This design comes from an exercise in tuning for small area and a short achievable clock period on the open sky130 flow, not from production work. Only simulation tests tie the RTL to the original design; equivalence was not proved. No activity file was given, so power comes from the tool's default toggle rates.

[flow/design.v]
package tetris_pkg;
	localparam int WELL_COLS = 10;
	localparam int WELL_ROWS = 20;  
	localparam int ROW_W = $clog2(WELL_ROWS);
	localparam int COL_W = $clog2(WELL_COLS);
	localparam int CELL_SHIFT = 4;  
	localparam int COORD_W = 12;
	localparam int CELL_W = COORD_W - CELL_SHIFT;
	localparam int NUM_SHAPES = 7;
	localparam int SHAPE_W = 3;
	localparam int GRAVITY_FRAMES = 8;
	localparam int GRAV_W = $clog2(GRAVITY_FRAMES);
	localparam int FLICK_STEPS = 4;  
	localparam int FLICK_W = $clog2(FLICK_STEPS);
	localparam int ACT_W = 3;  
	localparam logic [NUM_SHAPES*WELL_COLS*WELL_ROWS-1:0] SPAWN_SHAPES = {
		{20'h0, 20'h0, 20'h0, 20'h1, 20'h1, 20'h1, 20'h1, 20'h0, 20'h0, 20'h0},  
		{20'h0, 20'h0, 20'h0, 20'h2, 20'h3, 20'h2, 20'h0, 20'h0, 20'h0, 20'h0},
		{20'h0, 20'h0, 20'h0, 20'h1, 20'h3, 20'h2, 20'h0, 20'h0, 20'h0, 20'h0},
		{20'h0, 20'h0, 20'h0, 20'h2, 20'h3, 20'h1, 20'h0, 20'h0, 20'h0, 20'h0},
		{20'h0, 20'h0, 20'h0, 20'h2, 20'h2, 20'h3, 20'h0, 20'h0, 20'h0, 20'h0},
		{20'h0, 20'h0, 20'h0, 20'h3, 20'h2, 20'h2, 20'h0, 20'h0, 20'h0, 20'h0},
		{20'h0, 20'h0, 20'h0, 20'h0, 20'h3, 20'h3, 20'h0, 20'h0, 20'h0, 20'h0}   
	};
endpackage
`timescale 1ns/1ps
module piece_unit (
	input logic clk,
	input logic rst,
	input logic frame,
	input logic [tetris_pkg::ACT_W-1:0] action,
	input logic land,
	input logic merged,
	output logic [tetris_pkg::WELL_COLS-1:0][tetris_pkg::WELL_ROWS-1:0] piece_cells,
	output logic piece_valid
);
	logic [tetris_pkg::GRAV_W-1:0] frame_cnt;
	logic [tetris_pkg::SHAPE_W-1:0] shape;
	logic credit;  
	logic valid;
	logic [tetris_pkg::WELL_COLS-1:0][tetris_pkg::WELL_ROWS-1:0] cells;
	logic [tetris_pkg::WELL_COLS-1:0][tetris_pkg::WELL_ROWS-1:0] side;
	logic [tetris_pkg::WELL_COLS-1:0][tetris_pkg::WELL_ROWS-1:0] moved;
	logic tick;
	logic go_left;
	logic go_right;
	logic go_drop;
	logic go_down;
	assign tick = frame && (frame_cnt == '0);
	assign go_left = action[2] && (cells[0] == '0);
	assign go_right = !action[2] && action[1] && (cells[tetris_pkg::WELL_COLS-1] == '0);
	assign go_drop = !action[2] && !action[1] && action[0];
	assign go_down = tick || go_drop;  
	always_comb begin
		if (go_left)
			side = cells >> tetris_pkg::WELL_ROWS;
		else if (go_right)
			side = cells << tetris_pkg::WELL_ROWS;
		else
			side = cells;
		for (int c = 0; c < tetris_pkg::WELL_COLS; c++) begin
			moved[c] = go_down ? (side[c] << 1) : side[c];
		end
	end
	always_ff @(posedge clk or posedge rst) begin
		if (rst) begin
			frame_cnt <= '0;
		end else if (frame) begin
			if (frame_cnt == tetris_pkg::GRAV_W'(tetris_pkg::GRAVITY_FRAMES - 1))
				frame_cnt <= '0;
			else
				frame_cnt <= frame_cnt + 1'b1;
		end
	end
	always_ff @(posedge clk or posedge rst) begin
		if (rst) begin
			credit <= 1'b1;
			valid <= 1'b0;
			shape <= '0;
			cells <= '0;
		end else if (merged) begin
			credit <= 1'b1;  
			valid <= 1'b0;
			cells <= '0;
		end else if (frame) begin
			if (tick && credit) begin
				cells <= tetris_pkg::SPAWN_SHAPES[shape*(tetris_pkg::WELL_COLS*tetris_pkg::WELL_ROWS) +: tetris_pkg::WELL_COLS*tetris_pkg::WELL_ROWS];
				valid <= 1'b1;
				credit <= 1'b0;
				if (shape == tetris_pkg::SHAPE_W'(tetris_pkg::NUM_SHAPES - 1))
					shape <= '0;
				else
					shape <= shape + 1'b1;
			end else if (valid && !land) begin
				cells <= moved;  
			end
		end
	end
	assign piece_cells = cells;
	assign piece_valid = valid;
endmodule
`timescale 1ns/1ps
module board_unit (
	input logic clk,
	input logic rst,
	input logic [tetris_pkg::WELL_COLS-1:0][tetris_pkg::WELL_ROWS-1:0] piece_cells,
	input logic piece_valid,
	output logic land,
	output logic merged,
	input logic [tetris_pkg::WELL_COLS-1:0][tetris_pkg::WELL_ROWS-1:0] clear_well,
	input logic clear_we,
	output logic [tetris_pkg::WELL_COLS-1:0][tetris_pkg::WELL_ROWS-1:0] well
);
	logic [tetris_pkg::WELL_COLS-1:0] col_hit;
	always_comb begin
		for (int c = 0; c < tetris_pkg::WELL_COLS; c++) begin
			col_hit[c] = piece_cells[c][tetris_pkg::WELL_ROWS-1] ||
				((piece_cells[c] << 1) & well[c]) != '0;
		end
	end
	assign land = |col_hit;
	assign merged = piece_valid && land;
	always_ff @(posedge clk or posedge rst) begin
		if (rst) begin
			well <= '0;
		end else if (merged) begin
			well <= well | piece_cells;  
		end else if (clear_we) begin
			well <= clear_well;
		end
	end
endmodule
`timescale 1ns/1ps
module line_clear (
	input logic clk,
	input logic rst,
	input logic frame,
	input logic [tetris_pkg::WELL_COLS-1:0][tetris_pkg::WELL_ROWS-1:0] well,
	output logic [tetris_pkg::WELL_COLS-1:0][tetris_pkg::WELL_ROWS-1:0] clear_well,
	output logic clear_we
);
	logic [tetris_pkg::WELL_ROWS-1:0] flick_mask;  
	logic [tetris_pkg::FLICK_W-1:0] step;
	logic [tetris_pkg::WELL_ROWS-1:0] full;
	logic [tetris_pkg::WELL_ROWS-1:0] keep;
	logic [tetris_pkg::ROW_W-1:0] sel;
	logic found;
	logic last_step;
	always_comb begin
		full = '1;
		for (int c = 0; c < tetris_pkg::WELL_COLS; c++) begin
			full = full & well[c];  
		end
		full = full | flick_mask;
		found = 1'b0;
		sel = '0;
		for (int r = 0; r < tetris_pkg::WELL_ROWS; r++) begin
			if (full[r]) begin
				found = 1'b1;
				sel = tetris_pkg::ROW_W'(r);  
			end
		end
		for (int r = 0; r < tetris_pkg::WELL_ROWS; r++) begin
			keep[r] = (r > sel);  
		end
	end
	assign last_step = (step == tetris_pkg::FLICK_W'(tetris_pkg::FLICK_STEPS - 1));
	always_comb begin
		for (int c = 0; c < tetris_pkg::WELL_COLS; c++) begin
			if (last_step)
				clear_well[c] = (well[c] & keep) | ((well[c] << 1) & ~keep);
			else
				clear_well[c] = well[c] ^ (tetris_pkg::WELL_ROWS'(1) << sel);
		end
	end
	assign clear_we = frame && found;
	always_ff @(posedge clk or posedge rst) begin
		if (rst) begin
			step <= '0;
			flick_mask <= '0;
		end else if (clear_we) begin
			if (last_step) begin
				step <= '0;
				flick_mask <= '0;
			end else begin
				step <= step + 1'b1;
				flick_mask <= tetris_pkg::WELL_ROWS'(1) << sel;
			end
		end
	end
endmodule
`timescale 1ns/1ps
module cell_scan (
	input logic clk,
	input logic rst,
	input logic [tetris_pkg::WELL_COLS-1:0][tetris_pkg::WELL_ROWS-1:0] well,
	input logic [tetris_pkg::WELL_COLS-1:0][tetris_pkg::WELL_ROWS-1:0] piece,
	input logic [tetris_pkg::COORD_W-1:0] x,
	input logic [tetris_pkg::COORD_W-1:0] y,
	input logic line_start,
	output logic lit
);
	logic [tetris_pkg::CELL_W-1:0] x_cell;
	logic [tetris_pkg::CELL_W-1:0] y_cell;
	logic [tetris_pkg::COL_W-1:0] col_sel;
	logic [tetris_pkg::ROW_W-1:0] row_sel;
	logic [tetris_pkg::WELL_ROWS-1:0] row_buf;  
	assign x_cell = x[tetris_pkg::COORD_W-1:tetris_pkg::CELL_SHIFT];
	assign y_cell = y[tetris_pkg::COORD_W-1:tetris_pkg::CELL_SHIFT];
	assign col_sel = tetris_pkg::COL_W'(y_cell - 1'b1);  
	assign row_sel = tetris_pkg::ROW_W'(tetris_pkg::WELL_ROWS - 1) - tetris_pkg::ROW_W'(x_cell);  
	always_ff @(posedge clk or posedge rst) begin
		if (rst) begin
			row_buf <= '0;
			lit <= 1'b0;
		end else begin
			if (line_start) begin
				if (y_cell >= tetris_pkg::CELL_W'(1) && y_cell <= tetris_pkg::CELL_W'(tetris_pkg::WELL_COLS))
					row_buf <= well[col_sel] | piece[col_sel];
				else
					row_buf <= '0;
			end
			lit <= (x_cell < tetris_pkg::CELL_W'(tetris_pkg::WELL_ROWS)) && row_buf[row_sel];
		end
	end
endmodule
`timescale 1ns/1ps
module tetris_top (
	input logic clk,
	input logic rst,
	input logic frame,
	input logic [tetris_pkg::ACT_W-1:0] action,
	input logic [tetris_pkg::COORD_W-1:0] x,
	input logic [tetris_pkg::COORD_W-1:0] y,
	input logic line_start,
	output logic lit
);
	logic [tetris_pkg::WELL_COLS-1:0][tetris_pkg::WELL_ROWS-1:0] well;
	logic [tetris_pkg::WELL_COLS-1:0][tetris_pkg::WELL_ROWS-1:0] clear_well;
	logic clear_we;
	logic [tetris_pkg::WELL_COLS-1:0][tetris_pkg::WELL_ROWS-1:0] piece_cells;
	logic piece_valid;
	logic land;
	logic merged;
	piece_unit piece_unit_i (
		.clk(clk),
		.rst(rst),
		.frame(frame),
		.action(action),
		.land(land),
		.merged(merged),
		.piece_cells(piece_cells),
		.piece_valid(piece_valid)
	);
	board_unit board_unit_i (
		.clk(clk),
		.rst(rst),
		.piece_cells(piece_cells),
		.piece_valid(piece_valid),
		.land(land),
		.merged(merged),
		.clear_well(clear_well),
		.clear_we(clear_we),
		.well(well)
	);
	line_clear line_clear_i (
		.clk(clk),
		.rst(rst),
		.frame(frame),
		.well(well),
		.clear_well(clear_well),
		.clear_we(clear_we)
	);
	cell_scan cell_scan_i (
		.clk(clk),
		.rst(rst),
		.well(well),
		.piece(piece_cells),
		.x(x),
		.y(y),
		.line_start(line_start),
		.lit(lit)
	);
endmodule
[flow/run.sh]
#!/bin/bash
# synth_recipe.tcl (not shown) runs the flow's synth.tcl, then flattens the netlist and writes it again
# the make line also repeats each setting of config.mk as NAME=value (left out here)
make -C /OpenROAD-flow-scripts/flow DESIGN_CONFIG=/design/flow/config.mk WORK_HOME=/design/flow/orfs CLKGATE_MAP_FILE= SYNTH_SCRIPT=/design/flow/synth_recipe.tcl finish
[flow/config.mk]
export PLATFORM = sky130hd
export DESIGN_NAME = tetris_top
export DESIGN_NICKNAME = tetris_top
export VERILOG_FILES = /design/flow/design.v
export SDC_FILE = /design/flow/constraint.sdc
export NUM_CORES = 4
export LEC_CHECK = 0
export CAP_MARGIN = 20
export CORE_MARGIN = 2
export CORE_UTILIZATION = 40
export SLEW_MARGIN = 20
[flow/constraint.sdc]
create_clock -name core_clock -period 7.0 [get_ports {clk}]
set_input_delay 1.4000 -clock core_clock [delete_from_list [all_inputs] [get_ports {clk}]]
set_output_delay 1.4000 -clock core_clock [all_outputs]
set_load 0.01 [all_outputs]
==> summary.md <==
| Metric | Value |
|---|---|
| Ys async rst share | `100%` |
| Worst Reg-to-Reg Cells | `12` |
| Drt pass-1 iters | `7` |
| Pre-CTS WS | `1.96 ns` |
| Post-cts sizing count | `0` |
| Starting Density | `40.3%` |
| DRC Markers | `0` |
| Clk Tree Root Cell | `clkbuf_16` |
| Number of antenna violations at the first check in global routing | `2` |
| Warnings from Yosys | `4` |
| Final HPWL DP | `96.3 mm` |
| DR iter-0 viols | `4972` |
| Largest net degree at the start of global routing | `196` |
| CP Max Fanout | `80` |
| Yosys cell types | `88` |
| Non-Filler Instances | `4696` |
| Slew @ Worst Pin | `1.15 ns` |
| Vias in the first global route | `30600` |
| Worst Hold Launch | `line_clear_i.flick_mask[19]$_DFFE_PP0P_` |
| Clock Latency Late Sink | `0.64 ns` |
| Core ar. | `78600 sq um` |
| Worst rel slew slack | `23.1%` |
| Final ANT Viol Nets | `0` |
| Main synth FF type | `dfrtp_1` |
| Final wirelength | `143 mm` |
| RR Startpoint | `piece_unit_i.cells[184]$_DFFE_PP0P_` |
| Post-synth EDFFs | `0` |
| Routability Congestion | `1.03` |
| Die width | `285 um` |
| Lkg Pwr | `13.1 nW` |
| Min cycle time layout | `4.80 ns` |
| Worst Path Arrival | `5.33 ns` |
| First-pass GRT wire length | `212 mm` |
| Die Y | `285 um` |
| Max Cap Violations | `0` |
| Finished Cell Area | `34300 sq um` |
| Via count | `33400` |
| Peak supply drop | `0.670 mV` |
| Setup repair after global routing missed its margin | `no` |
| Max-slew violations | `0` |
| Max frequency | `0.208 GHz` |
| Cell Rows | `103` |
| Avg Inst Size Synth | `8.23 sq um` |
| Register area share after synthesis | `35.7%` |
| # port buffers | `23` |
| Reg2reg end | `piece_unit_i.cells[190]$_DFFE_PP0P_` |
| Hold path depth | `2` |
| Setup violators final | `0` |
| WL/cell | `30.5 um` |
| Fin crit share | `68.6%` |
| CP Capture Type | `register` |
| Final Hold Vio Count | `0` |
| Synth top area share | `35.6%` |
| Postcts setup bufs | `0` |
| Mapped Area | `31600 sq um` |
| GRT overflow | `0` |
| Placed cell area | `32400 sq um` |
| TritonCTS clock tree | `done` |
| Hold_buf cts | `0` |
| Clock transition at path regs | `0.06 ns` |
| Syn nets | `3890` |
| Die Area | `81400 sq um` |
| Final clock skew | `0.0234 ns` |
| Hold Path Sink | `line_clear_i.flick_mask[19]$_DFFE_PP0P_` |
| Max clock buf depth | `3` |
| Fin util | `43.6%` |
| I/O pin count | `32` |
| Worst hold slack | `0.483 ns` |
| Power Dens Cells | `595 nW/um^2` |
| Critical Path Source Type | `register` |
| Reg2reg setup slack | `2.20 ns` |
| Synthesized flop and latch total | `451` |
| Worst setup path category | `register to register` |
| Status | `finished clean` |
| Area growth, synth to finish | `8.23%` |
| Cts bufs inserted | `55` |
| H-tree depth | `2` |
| GRT Util Overall | `34.3%` |
| Vias per Instance | `7.11` |
| # placed instances | `4593` |
| Cell taking the most area after synthesis | `dfrtp_1` |
| Commonest cells post-synth | `450 x dfrtp_1, 448 x nand2_1, 367 x a21oi_1` |
| Num Clock Sinks | `451` |
| Top cells by area, synth | `dfrtp_1 36%, a21oi_1 5.8%, nand2_1 5.3%` |
| Worst Hold Class | `register to register` |
| Synthesized netlist cell count | `3847` |
| Final setup margin | `2.20 ns` |
| WP data required | `7.53 ns` |
| Count leader, synth | `dfrtp_1` |
| Nets@finish | `3644` |
| Layout cells sized above 1 | `7.60%` |
[critical path, cell delays in order (launching register included)]
cell and delay, ns:
dfrtp_1 0.53, a22o_1 0.35, a221oi_1 0.42, nand3_1 0.24, nor4_2 0.60, a41oi_4 0.19, buf_4 0.26, buf_4 0.32
nor2_4 0.14, buf_4 0.43, buf_4 0.78, nand2_1 0.13, o31ai_1 0.11
[power breakdown]
part / internal, mW / leakage, nW / switching (mW)
clock network: 1.75 / 0.912 / 1.28
registers: 3.50 / 5.60 / 2.48
logic: 3.94 / 6.61 / 7.43
total: 9.19 / 13.1 / 11.2
[cell type report]
type	count	area [sq um]
clock buffer	88	1720
antenna	1	2.50
fill	7928	44400
tap	1050	1310
sequential	451	11300
multi-input combinational	2929	18600
inverter	64	245
clock inverter	13	124
timing repair buffer	100	917
[per-layer routing]
metal	track usage [%]	share of wire [%]	vias to the layer above
li1	-	-	14200
met1	48.1	40	16600
met2	49.5	43	2212
met3	7.33	11	438
met4	17.4	5.8	4
met5	0	0.026	-
[how the worst max path moves through the flow]
| stage | startpoint | end | slack (ns) |
|---|---|---|---|
| 2_1_floorplan | rst | asynchronous set/reset pin | -0.50 |
| 3_3_place_gp | frame | piece_unit_i.cells[99]$_DFFE_PP0P_ | 1.99 |
| 3_5_place_dp | frame | piece_unit_i.cells[159]$_DFFE_PP0P_ | 1.96 |
| 4_1_cts | register | piece_unit_i.cells[190]$_DFFE_PP0P_ | 2.18 |
| 5_1_grt | piece_unit_i.cells[150]$_DFFE_PP0P_ | piece_unit_i.cells[10]$_DFFE_PP0P_ | 2.12 |
| 6_report | piece_unit_i.cells[184]$_DFFE_PP0P_ | piece_unit_i.cells[190]$_DFFE_PP0P_ | 2.20 |
[kinds of logic (layout without fill, tap and decap cells)]
family,Yosys count,after routing,share of synthesized area (%)
AND/OR/NAND/NOR,1266,1266,18.6
AO/OA/AOI/OAI,1491,1491,34.2
multiplexers,58,58,2.13
flip-flops,451,451,35.7
other,0,1,0
buffers and inverters,467,265,6.06
adder cells (fa/ha/maj),12,12,0.474
XOR/XNOR,102,102,2.82
[placed cells by master (no fill, tap or decap), drive strengths merged, types with 13 or more instances in the layout]
master | Yosys | routed
dfrtp | 450 | 450
nand2 | 448 | 448
a21oi | 370 | 370
nand3 | 267 | 267
nor2 | 245 | 245
a22oi | 206 | 206
a211oi | 174 | 174
a221oi | 134 | 134
o21ai | 133 | 133
a32o | 119 | 119
nor3 | 114 | 114
clkbuf | 285 | 88
buf | 118 | 79
a22o | 71 | 71
nand2b | 66 | 66
inv | 64 | 63
xor2 | 62 | 62
o31ai | 54 | 54
nand4 | 51 | 51
a31oi | 46 | 46
xnor2 | 40 | 40
mux2i | 36 | 36
o22a | 30 | 30
o22ai | 21 | 21
a2bb2oi | 21 | 21
clkdlybuf4s50 | 0 | 21
nor4 | 20 | 20
o32ai | 19 | 19
mux2 | 16 | 16
a2111oi | 14 | 14
or2 | 13 | 13
nor2b | 13 | 13
[stage by stage]
stage	TNS (ns)	power, mW
after detailed placement	0	16.9
after global placement	0	16.8
final	0	20.4
after global routing	0	21.3
after CTS	0	19.9
after floorplan	-224.23	13.0

## separate check: timing with driven ports
No port has a modelled driver above. Below, the same layout with a new extraction and two added sets of constraints.
Step 1 (the two cells are an assumption about what drives the block):
set clk [get_ports {clk}]
set_driving_cell -lib_cell sky130_fd_sc_hd__clkbuf_16 $clk
set_driving_cell -lib_cell sky130_fd_sc_hd__buf_2 [delete_from_list [all_inputs] $clk]
Step 2, shift: input delay + t, output delay - t, t = (earliest + latest rising clock arrival at the registers) / 2. This alone moves slack from input paths to output paths.
Slacks: no drivers / after step 1 / after step 2; pairs: no drivers / after step 1.
t (ns): 0.706
setup slack, ns: 2.199 / 2.199 / 1.897
hold WS [ns]: 0.483 / 0.483 / 0.483
clock arrival spread, ns: 0.024 / 0.023
After both steps setup and hold are still met in this run. For this run, drivers alone change the setup slack by 0.000 ns; drivers and shift together by -0.302 ns.
